Context: an optimization exercise on an open-source flow, tuned for small area, a short achievable clock period and few clock cycles per item. The choices shown serve that exercise and are no tape-out recipe.
In this exercise RTL edits were held to simulation tests only and were not proved equivalent to the original.
Power and IR drop assume default switching activity.

==> flow/design.v <==
package pps_pkg;
  localparam int LEVEL_COUNT = 5;
  localparam int QUEUE_DEPTH = 16;
  localparam int PID_BITS    = 16;
  localparam int PID_W    = 16;
  localparam int LVL_W    = 3;
  localparam int STATUS_W = 2;
  localparam int KEEP_W    = (PID_BITS < PID_W) ? PID_BITS : PID_W;
  localparam int LVL_IDX_W = (LEVEL_COUNT > 1) ? $clog2(LEVEL_COUNT) : 1;
  localparam int PTR_W     = (QUEUE_DEPTH > 1) ? $clog2(QUEUE_DEPTH) : 1;
  localparam int CNT_W     = $clog2(QUEUE_DEPTH + 1);
  localparam int ADDR_W    = LVL_IDX_W + PTR_W;
  localparam int RAM_DEPTH = LEVEL_COUNT << PTR_W;
  localparam logic CMD_READY   = 1'b0;
  localparam logic CMD_RELEASE = 1'b1;
  localparam logic [STATUS_W-1:0] STAT_OK       = 2'd0;
  localparam logic [STATUS_W-1:0] STAT_FULL     = 2'd1;
  localparam logic [STATUS_W-1:0] STAT_IDLE_REL = 2'd2;
  typedef struct packed {
    logic capture;
    logic exec;
    logic load_slot;
    logic publish;
  } pps_cmd_t;
  typedef struct packed {
    logic need_read;
  } pps_stat_t;
endpackage
import pps_pkg::*;
module preemptive_priority_scheduler (
  input  logic                          clk,
  input  logic                          rst_n,
  input  logic                          in_valid,
  output logic                          in_ready,
  input  logic                          in_cmd,
  input  logic [pps_pkg::PID_W-1:0]     in_process_id,
  input  logic [pps_pkg::LVL_W-1:0]     in_priority_level,
  output logic                          out_valid,
  input  logic                          out_ready,
  output logic                          out_running_valid,
  output logic [pps_pkg::PID_W-1:0]     out_running_pid,
  output logic [pps_pkg::LVL_W-1:0]     out_running_level,
  output logic                          out_preempt_flag,
  output logic [pps_pkg::PID_W-1:0]     out_preempted_pid,
  output logic [pps_pkg::STATUS_W-1:0]  out_status
);
  localparam int L = 5;
  localparam int D = 16;
  localparam int W = 16;
  logic         c0v, c1v;
  logic         c0_cmd, c1_cmd;
  logic [W-1:0] c0_pid, c1_pid;
  logic [2:0]   c0_lvl, c1_lvl;
  logic [2:0]   in_lvl_sat;
  logic         accept, proc;
  logic         ov;
  assign in_lvl_sat = (in_priority_level > 3'd4) ? 3'd4 : in_priority_level;
  assign in_ready   = !c1v;
  assign accept     = in_valid && !c1v;
  assign proc       = c0v && (!ov || out_ready);
  assign out_valid  = ov;
  always_ff @(posedge clk) begin
    if (!rst_n) begin
      c0v <= 1'b0;
      c1v <= 1'b0;
      ov  <= 1'b0;
    end else begin
      ov <= proc || (ov && !out_ready);
      if (proc) begin
        c0v <= c1v || accept;
        c1v <= 1'b0;
      end else if (!c0v) begin
        c0v <= accept;
      end else begin
        c1v <= c1v || accept;
      end
    end
  end
  logic c0_en;
  assign c0_en = (proc || !c0v) && (c1v || in_valid);
  always_ff @(posedge clk) begin
    if (c0_en) begin
      c0_cmd <= c1v ? c1_cmd : in_cmd;
      c0_pid <= c1v ? c1_pid : in_process_id;
      c0_lvl <= c1v ? c1_lvl : in_lvl_sat;
    end
    if (accept) begin
      c1_cmd <= in_cmd;
      c1_pid <= in_process_id;
      c1_lvl <= in_lvl_sat;
    end
  end
  logic         busy;
  logic [W-1:0] slot_pid;
  logic [2:0]   slot_lvl;
  logic [3:0]   h_lo [L];
  logic [3:0]   h_hi [L];
  logic [3:0]   t_lo [L];
  logic [3:0]   t_hi [L];
  logic [L-1:0] ne, full;
  logic [D*W-1:0] mem [L];
  logic         is_rel;
  logic         preempt;
  logic [2:0]   push_lvl;
  logic [L-1:0] top_oh, push_oh;
  logic         any_ne, push_full;
  logic [2:0]   top_lvl;
  logic [W-1:0] rd;
  logic [W-1:0] rdl [L];
  assign is_rel   = c0_cmd;
  assign preempt  = busy && (c0_lvl > slot_lvl);
  assign push_lvl = preempt ? slot_lvl : c0_lvl;
  logic [W-1:0] wdata [L];
  always_comb
    for (int l = 0; l < L; l++) wdata[l] = (c0_lvl == 3'(l)) ? c0_pid : slot_pid;
  always_comb begin
    for (int l = 0; l < L; l++) begin
      push_oh[l] = (push_lvl == 3'(l));
      top_oh[l]  = ne[l];
      for (int k = l + 1; k < L; k++) top_oh[l] = top_oh[l] && !ne[k];
    end
    any_ne  = |ne;
    top_lvl = {ne[4], !ne[4] && (ne[3] || ne[2]), !ne[4] && (ne[3] || (!ne[2] && ne[1]))};
  end
  assign push_full = |(push_oh & full);
  always_comb begin
    rd = '0;
    for (int l = 0; l < L; l++) begin
      rdl[l] = '0;
      for (int i = 0; i < D; i++)
        if (h_hi[l][i/4] && h_lo[l][i%4]) rdl[l] = rdl[l] | mem[l][i*W +: W];
      if (top_oh[l]) rd = rd | rdl[l];
    end
  end
  logic         do_push, do_pop;
  logic [L-1:0] push_l, pop_l;
  assign do_push = proc && !is_rel && busy;
  assign do_pop  = proc && is_rel && busy;
  assign push_l  = {L{do_push}} & push_oh & ~full;
  assign pop_l   = {L{do_pop}} & top_oh;
  logic [3:0] t_lo_n [L];
  logic [3:0] t_hi_n [L];
  logic [3:0] h_lo_n [L];
  logic [3:0] h_hi_n [L];
  logic [L-1:0] tn_eq_h, hn_eq_t;
  always_comb begin
    for (int l = 0; l < L; l++) begin
      t_lo_n[l] = {t_lo[l][2:0], t_lo[l][3]};
      t_hi_n[l] = t_lo[l][3] ? {t_hi[l][2:0], t_hi[l][3]} : t_hi[l];
      h_lo_n[l] = {h_lo[l][2:0], h_lo[l][3]};
      h_hi_n[l] = h_lo[l][3] ? {h_hi[l][2:0], h_hi[l][3]} : h_hi[l];
      tn_eq_h[l] = |(t_lo_n[l] & h_lo[l]) && |(t_hi_n[l] & h_hi[l]);
      hn_eq_t[l] = |(h_lo_n[l] & t_lo[l]) && |(h_hi_n[l] & t_hi[l]);
    end
  end
  always_ff @(posedge clk) begin
    if (!rst_n) begin
      busy <= 1'b0;
      ne   <= '0;
      full <= '0;
      for (int l = 0; l < L; l++) begin
        h_lo[l] <= 4'b0001;
        h_hi[l] <= 4'b0001;
        t_lo[l] <= 4'b0001;
        t_hi[l] <= 4'b0001;
      end
    end else begin
      if (proc) begin
        if (is_rel) busy <= any_ne && busy;
        else        busy <= 1'b1;
      end
      for (int l = 0; l < L; l++) begin
        if (push_l[l]) begin
          t_lo[l] <= t_lo_n[l];
          t_hi[l] <= t_hi_n[l];
          ne[l]   <= 1'b1;
          full[l] <= tn_eq_h[l];
        end else if (pop_l[l]) begin
          h_lo[l] <= h_lo_n[l];
          h_hi[l] <= h_hi_n[l];
          ne[l]   <= !hn_eq_t[l];
          full[l] <= 1'b0;
        end
      end
    end
  end
  logic         slot_en, res_en;
  logic [W-1:0] slot_pid_d;
  logic [2:0]   slot_lvl_d;
  logic         pflag_d;
  logic [W-1:0] ppid_d;
  logic [1:0]   status_d;
  assign slot_en    = proc && (is_rel || !busy || preempt);
  assign slot_pid_d = is_rel ? rd : c0_pid;
  assign slot_lvl_d = is_rel ? top_lvl : c0_lvl;
  assign res_en     = proc;
  assign pflag_d    = !is_rel && preempt;
  assign ppid_d     = pflag_d ? slot_pid : '0;
  assign status_d   = (is_rel && !busy)              ? 2'd2 :
                      (!is_rel && busy && push_full) ? 2'd1 : 2'd0;
  always_ff @(posedge clk) begin
    if (proc) begin
      if (is_rel || !busy || preempt) begin
        slot_pid <= slot_pid_d;
        slot_lvl <= slot_lvl_d;
      end
    end
  end
  logic [W-1:0] o_pid;
  logic [2:0]   o_lvl;
  logic         o_pflag;
  logic [W-1:0] o_ppid;
  logic [1:0]   o_status;
  always_ff @(posedge clk) begin
    o_pid <= slot_en ? slot_pid_d : slot_pid;
    o_lvl <= slot_en ? slot_lvl_d : slot_lvl;
  end
  always_ff @(posedge clk) begin
    if (!rst_n) begin
      o_pflag  <= 1'b0;
      o_ppid   <= '0;
      o_status <= '0;
    end else if (res_en) begin
      o_pflag  <= pflag_d;
      o_ppid   <= ppid_d;
      o_status <= status_d;
    end
  end
  assign out_running_valid = busy;
  assign out_running_pid   = o_pid;
  assign out_running_level = o_lvl;
  assign out_preempt_flag  = o_pflag;
  assign out_preempted_pid = o_ppid;
  assign out_status        = o_status;
  always_ff @(posedge clk) begin
    for (int l = 0; l < L; l++)
      for (int i = 0; i < D; i++)
        if (!full[l] && t_hi[l][i/4] && t_lo[l][i%4]) mem[l][i*W +: W] <= wdata[l];
  end
endmodule
Settings: LEC_CHECK=0, CAP_MARGIN=20, CORE_MARGIN=2, CORE_UTILIZATION=50, CTS_BUF_LIST=sky130_fd_sc_hd__clkbuf_8, CTS_CLUSTER_DIAMETER=45, CTS_CLUSTER_SIZE=16, SETUP_SLACK_MARGIN=3.2, SLEW_MARGIN=20; clock period 6.0 ns.
run.sh (not shown) runs the stock make flow with config.mk's settings and CLKGATE_MAP_FILE= SYNTH_SCRIPT=/design/flow/synth_recipe.tcl, a recipe that flattens the netlist after the stock synthesis.
Testbench counts at the start, summed over its fixed seeds: cycles 32,016, items 32,000.
Change:
--- a/flow/config.mk
+++ b/flow/config.mk
@@ -13,3 +13,3 @@
 export CTS_CLUSTER_SIZE = 16
-export SETUP_SLACK_MARGIN = 3.2
+export SETUP_SLACK_MARGIN = 3.4
 export SLEW_MARGIN = 20
Result:
- The changed run completed with no timing, DRC or antenna violations
- first-iteration DRC count is lower slightly
- via count is higher by a few percent
- global-route usage is higher by 0.35 points
- utilization is higher by 0.84 points
- total power is lower slightly

---

Another version of the RTL of preemptive_priority_scheduler (not shown whole).
For scale: about 1400 flip-flops, about 65 I/O pins.
==> flow/config.mk <==
export PLATFORM = sky130hd
export DESIGN_NAME = preemptive_priority_scheduler
export DESIGN_NICKNAME = preemptive_priority_scheduler
export VERILOG_FILES = /design/flow/design.v
export SDC_FILE = /design/flow/constraint.sdc
export NUM_CORES = 4
export LEC_CHECK = 0
export CAP_MARGIN = 20
export CORE_MARGIN = 2
export CORE_UTILIZATION = 60
export CTS_BUF_LIST = sky130_fd_sc_hd__clkbuf_4 sky130_fd_sc_hd__clkbuf_8 sky130_fd_sc_hd__clkbuf_16
export CTS_CLUSTER_DIAMETER = 40
export CTS_CLUSTER_SIZE = 12
export SETUP_SLACK_MARGIN = 3.3
export SLEW_MARGIN = 20
==> flow/constraint.sdc <==
create_clock -name core_clock -period 6.0 [get_ports {clk}]
set_input_delay 1.2000 -clock core_clock [delete_from_list [all_inputs] [get_ports {clk}]]
set_output_delay 1.2000 -clock core_clock [all_outputs]
set_load 0.01 [all_outputs]
Testbench counts at the start, summed over its fixed seeds: cycles 32,016, items 32,000.
Edit:
Settings changed: CORE_UTILIZATION 60 to 40, CTS_BUF_LIST sky130_fd_sc_hd__clkbuf_4 sky130_fd_sc_hd__clkbuf_8 sky130_fd_sc_hd__clkbuf_16 to unset, CTS_CLUSTER_DIAMETER 40 to unset, CTS_CLUSTER_SIZE 12 to unset.
Total power came out lower by 6.2%.
Utilization came out lower by 24 points.
Sequential power is about the same.
Clock-buffer cell count drops by 10.
Via count went down by 2.6%.
Sequential share of layout area rises by 0.45 points.
Maximum frequency is lower by 1.9%.
Register-to-register slack stays flat.
Routed wire length shrinks by 2.4%.
Die area rises by 49%.
First-iteration DRC count drops by 1.6%.

---

Another version of the RTL of preemptive_priority_scheduler (not shown whole).
For scale: roughly 65 I/O pins.
export LEC_CHECK = 0
export CAP_MARGIN = 20
export CORE_MARGIN = 2
export CORE_UTILIZATION = 50
export CTS_BUF_LIST = sky130_fd_sc_hd__clkbuf_8
export CTS_CLUSTER_DIAMETER = 45
export CTS_CLUSTER_SIZE = 16
export SETUP_SLACK_MARGIN = 3.4
export SLEW_MARGIN = 20
create_clock -name core_clock -period 6.0 [get_ports {clk}]
standard.sh (not shown) runs the stock make flow with config.mk's settings and CLKGATE_MAP_FILE= SYNTH_SCRIPT=/design/flow/synth_recipe.tcl, a recipe that flattens the netlist after the stock synthesis.
==> flow/flow/run.sh <==
#!/bin/bash
set -euo pipefail
CTS="-sink_clustering_enable -repair_clock_nets -sink_clustering_size 16 -sink_clustering_max_diameter 45 -buf_list sky130_fd_sc_hd__clkbuf_8 -dont_use_dummy_load"
bash standard.sh finish "CTS_ARGS=$CTS" > standard_flow.log 2>&1
The first run went through all stages and came out clean.
Testbench counts at the start, summed over its fixed seeds: cycles 32,016, items 32,000.
Rerun with:
==> flow/flow/run.sh (replaced) <==
#!/bin/bash
# The standard layout, except for the clock tree synthesis arguments below:
# no dummy loads are inserted (the other arguments are the ones the
# standard flow derives from config.mk). Each tool's output goes to its log
# under orfs/logs; make's own output goes to standard_flow.log here.
set -euo pipefail
CTS="-sink_clustering_enable -repair_clock_nets -sink_clustering_size 30 -sink_clustering_max_diameter 60 -buf_list sky130_fd_sc_hd__clkbuf_16 -dont_use_dummy_load"
bash standard.sh finish "CTS_ARGS=$CTS" > standard_flow.log 2>&1
Settings changed: CTS_BUF_LIST sky130_fd_sc_hd__clkbuf_8 to sky130_fd_sc_hd__clkbuf_16, CTS_CLUSTER_DIAMETER 45 to 60, CTS_CLUSTER_SIZE 16 to 30.
=>
- setup slack improved by 0.0050 ns
- via count falls slightly
- synthesized area does not change
- utilization rises by 0.45 points
- register-to-register slack hardly moves
- non-clock buffer count falls by 15
- sequential power hardly moves

---

Another version of the RTL of preemptive_priority_scheduler (not shown whole).
Size in the first run: roughly 3500 cells after synthesis, about 65 I/O pins.
export LEC_CHECK = 0
export CAP_MARGIN = 20
export CORE_MARGIN = 2
export CORE_UTILIZATION = 50
export CTS_BUF_LIST = sky130_fd_sc_hd__clkbuf_8
export CTS_CLUSTER_DIAMETER = 45
export CTS_CLUSTER_SIZE = 16
export SETUP_SLACK_MARGIN = 3.4
export SLEW_MARGIN = 20
create_clock -name core_clock -period 6.0 [get_ports {clk}]
==> flow/flow/run.sh <==
#!/bin/bash
# The standard layout, except for the clock tree synthesis arguments below:
# no dummy loads are inserted (the other arguments are the ones the
# standard flow derives from config.mk). Each tool's output goes to its log
# under orfs/logs; make's own output goes to standard_flow.log here.
set -euo pipefail
CTS="-sink_clustering_enable -repair_clock_nets -sink_clustering_size 16 -sink_clustering_max_diameter 45 -buf_list sky130_fd_sc_hd__clkbuf_8 -root_buf sky130_fd_sc_hd__clkbuf_16 -tree_buf sky130_fd_sc_hd__clkbuf_16 -sink_clustering_buffer sky130_fd_sc_hd__clkbuf_8 -dont_use_dummy_load"
bash standard.sh finish "CTS_ARGS=$CTS" > standard_flow.log 2>&1
Testbench counts at the start, summed over its fixed seeds: cycles 32,016, items 32,000.
==> next run, changes <==
--- a/flow/config.mk
+++ b/flow/config.mk
@@ -14 +14 @@
-export SETUP_SLACK_MARGIN = 3.4
+export SETUP_SLACK_MARGIN = 3.6
Final cell count is higher by 2.1%.
Count of clock-buffer cells in the layout is higher by 3.
Sequential power hardly moves.
Setup slack got worse by 0.0050 ns.
Cell area is higher by 3.1%.
Utilization is higher by 1.7 points.
Total power is higher by about 0.8%.
==> next run, changes <==
--- a/flow/config.mk
+++ b/flow/config.mk
@@ -14 +14 @@
-export SETUP_SLACK_MARGIN = 3.6
+export SETUP_SLACK_MARGIN = 3.5
Effect: The new run ran to the end with no violations; worst setup slack is better by 0.089 ns; total power hardly moves; clock-buffer cell count does not change; maximum frequency increases by a few percent.
==> next run, changes <==
--- a/flow/flow/run.sh
+++ b/flow/flow/run.sh
@@ -7 +7 @@
-CTS="-sink_clustering_enable -repair_clock_nets -sink_clustering_size 16 -sink_clustering_max_diameter 45 -buf_list sky130_fd_sc_hd__clkbuf_8 -root_buf sky130_fd_sc_hd__clkbuf_16 -tree_buf sky130_fd_sc_hd__clkbuf_16 -sink_clustering_buffer sky130_fd_sc_hd__clkbuf_8 -dont_use_dummy_load"
+CTS="-sink_clustering_enable -repair_clock_nets -sink_clustering_size 16 -sink_clustering_max_diameter 45 -buf_list sky130_fd_sc_hd__clkbuf_8 -dont_use_dummy_load"
--- a/flow/config.mk
+++ b/flow/config.mk
@@ -14 +14 @@
-export SETUP_SLACK_MARGIN = 3.5
+export SETUP_SLACK_MARGIN = 3.4
What happened: Power goes down by 2.0%. Global-route usage falls by 0.81 points. Area after synthesis is unchanged. Register-to-register slack loses 0.10 ns. Clock-buffer cell count goes down by 3. Via count came out lower by 1.8%. Final cell count went down by 0.31%.
==> next run, changes <==
--- a/flow/config.mk
+++ b/flow/config.mk
@@ -14 +14 @@
-export SETUP_SLACK_MARGIN = 3.4
+export SETUP_SLACK_MARGIN = 3.5
=> Worst hold slack improves by 0.033 ns; final cell count goes up slightly; final area goes up slightly; total power goes up slightly; global-route usage goes up by 0.78 points; clock power goes up slightly; wire length goes up by a few percent.

==> port drivers added, routing unchanged <==
No port has a modelled driver above. Below, the same layouts with a new extraction and two added sets of constraints.
Step 1 assumes that a clkbuf_16 drives the clock port and a buf_2 every other input.
Step 2, shift: input delay + t, output delay - t, t = (earliest + latest rising clock arrival at the registers) / 2. This alone moves slack from input paths to output paths.
Slacks: ideal / step 1 / step 2; pairs: ideal / step 1.
| run | shift t [ns] | slack for setup (ns) | worst hold slack (ns) | slew at the worst register clock pin (ns) |
|---|---|---|---|---|
| the first run of note 1 | 0.923 | 3.139 / 3.139 / 2.412 | 0.484 / 0.484 / 0.484 | 0.10 / 0.10 |
| the second run of note 1 | 0.926 | 3.287 / 3.219 / 2.479 | 0.461 / 0.461 / 0.461 | 0.10 / 0.10 |
| the first run of note 2 | 0.823 | 3.271 / 3.201 / 2.586 | 0.530 / 0.530 / 0.530 | 0.06 / 0.06 |
| the second run of note 2 | 0.829 | 3.219 / 3.142 / 2.562 | 0.521 / 0.521 / 0.521 | 0.07 / 0.07 |
| the first run of note 3 | 0.881 | 3.310 / 3.310 / 2.544 | 0.460 / 0.460 / 0.460 | 0.10 / 0.10 |
| the second run of note 3 | 0.774 | 3.315 / 3.315 / 2.812 | 0.464 / 0.464 / 0.464 | 0.10 / 0.10 |
| the first run of note 4 | 0.776 | 3.383 / 3.343 / 2.759 | 0.479 / 0.479 / 0.479 | 0.10 / 0.10 |
| the second run of note 4 | 0.779 | 3.378 / 3.378 / 2.811 | 0.489 / 0.489 / 0.489 | 0.10 / 0.10 |
| the third run of note 4 | 0.786 | 3.467 / 3.444 / 2.825 | 0.486 / 0.486 / 0.486 | 0.10 / 0.10 |
| the fourth run of note 4 | 0.877 | 3.363 / 3.363 / 2.862 | 0.454 / 0.454 / 0.454 | 0.10 / 0.10 |
| the fifth run of note 4 | 0.898 | 3.394 / 3.326 / 2.712 | 0.487 / 0.487 / 0.487 | 0.10 / 0.10 |
After both steps setup and hold are still met in every run listed. The setup slack of the second run of note 1, which loses most, moves by -0.068 ns with the drivers and by -0.808 ns with both steps.
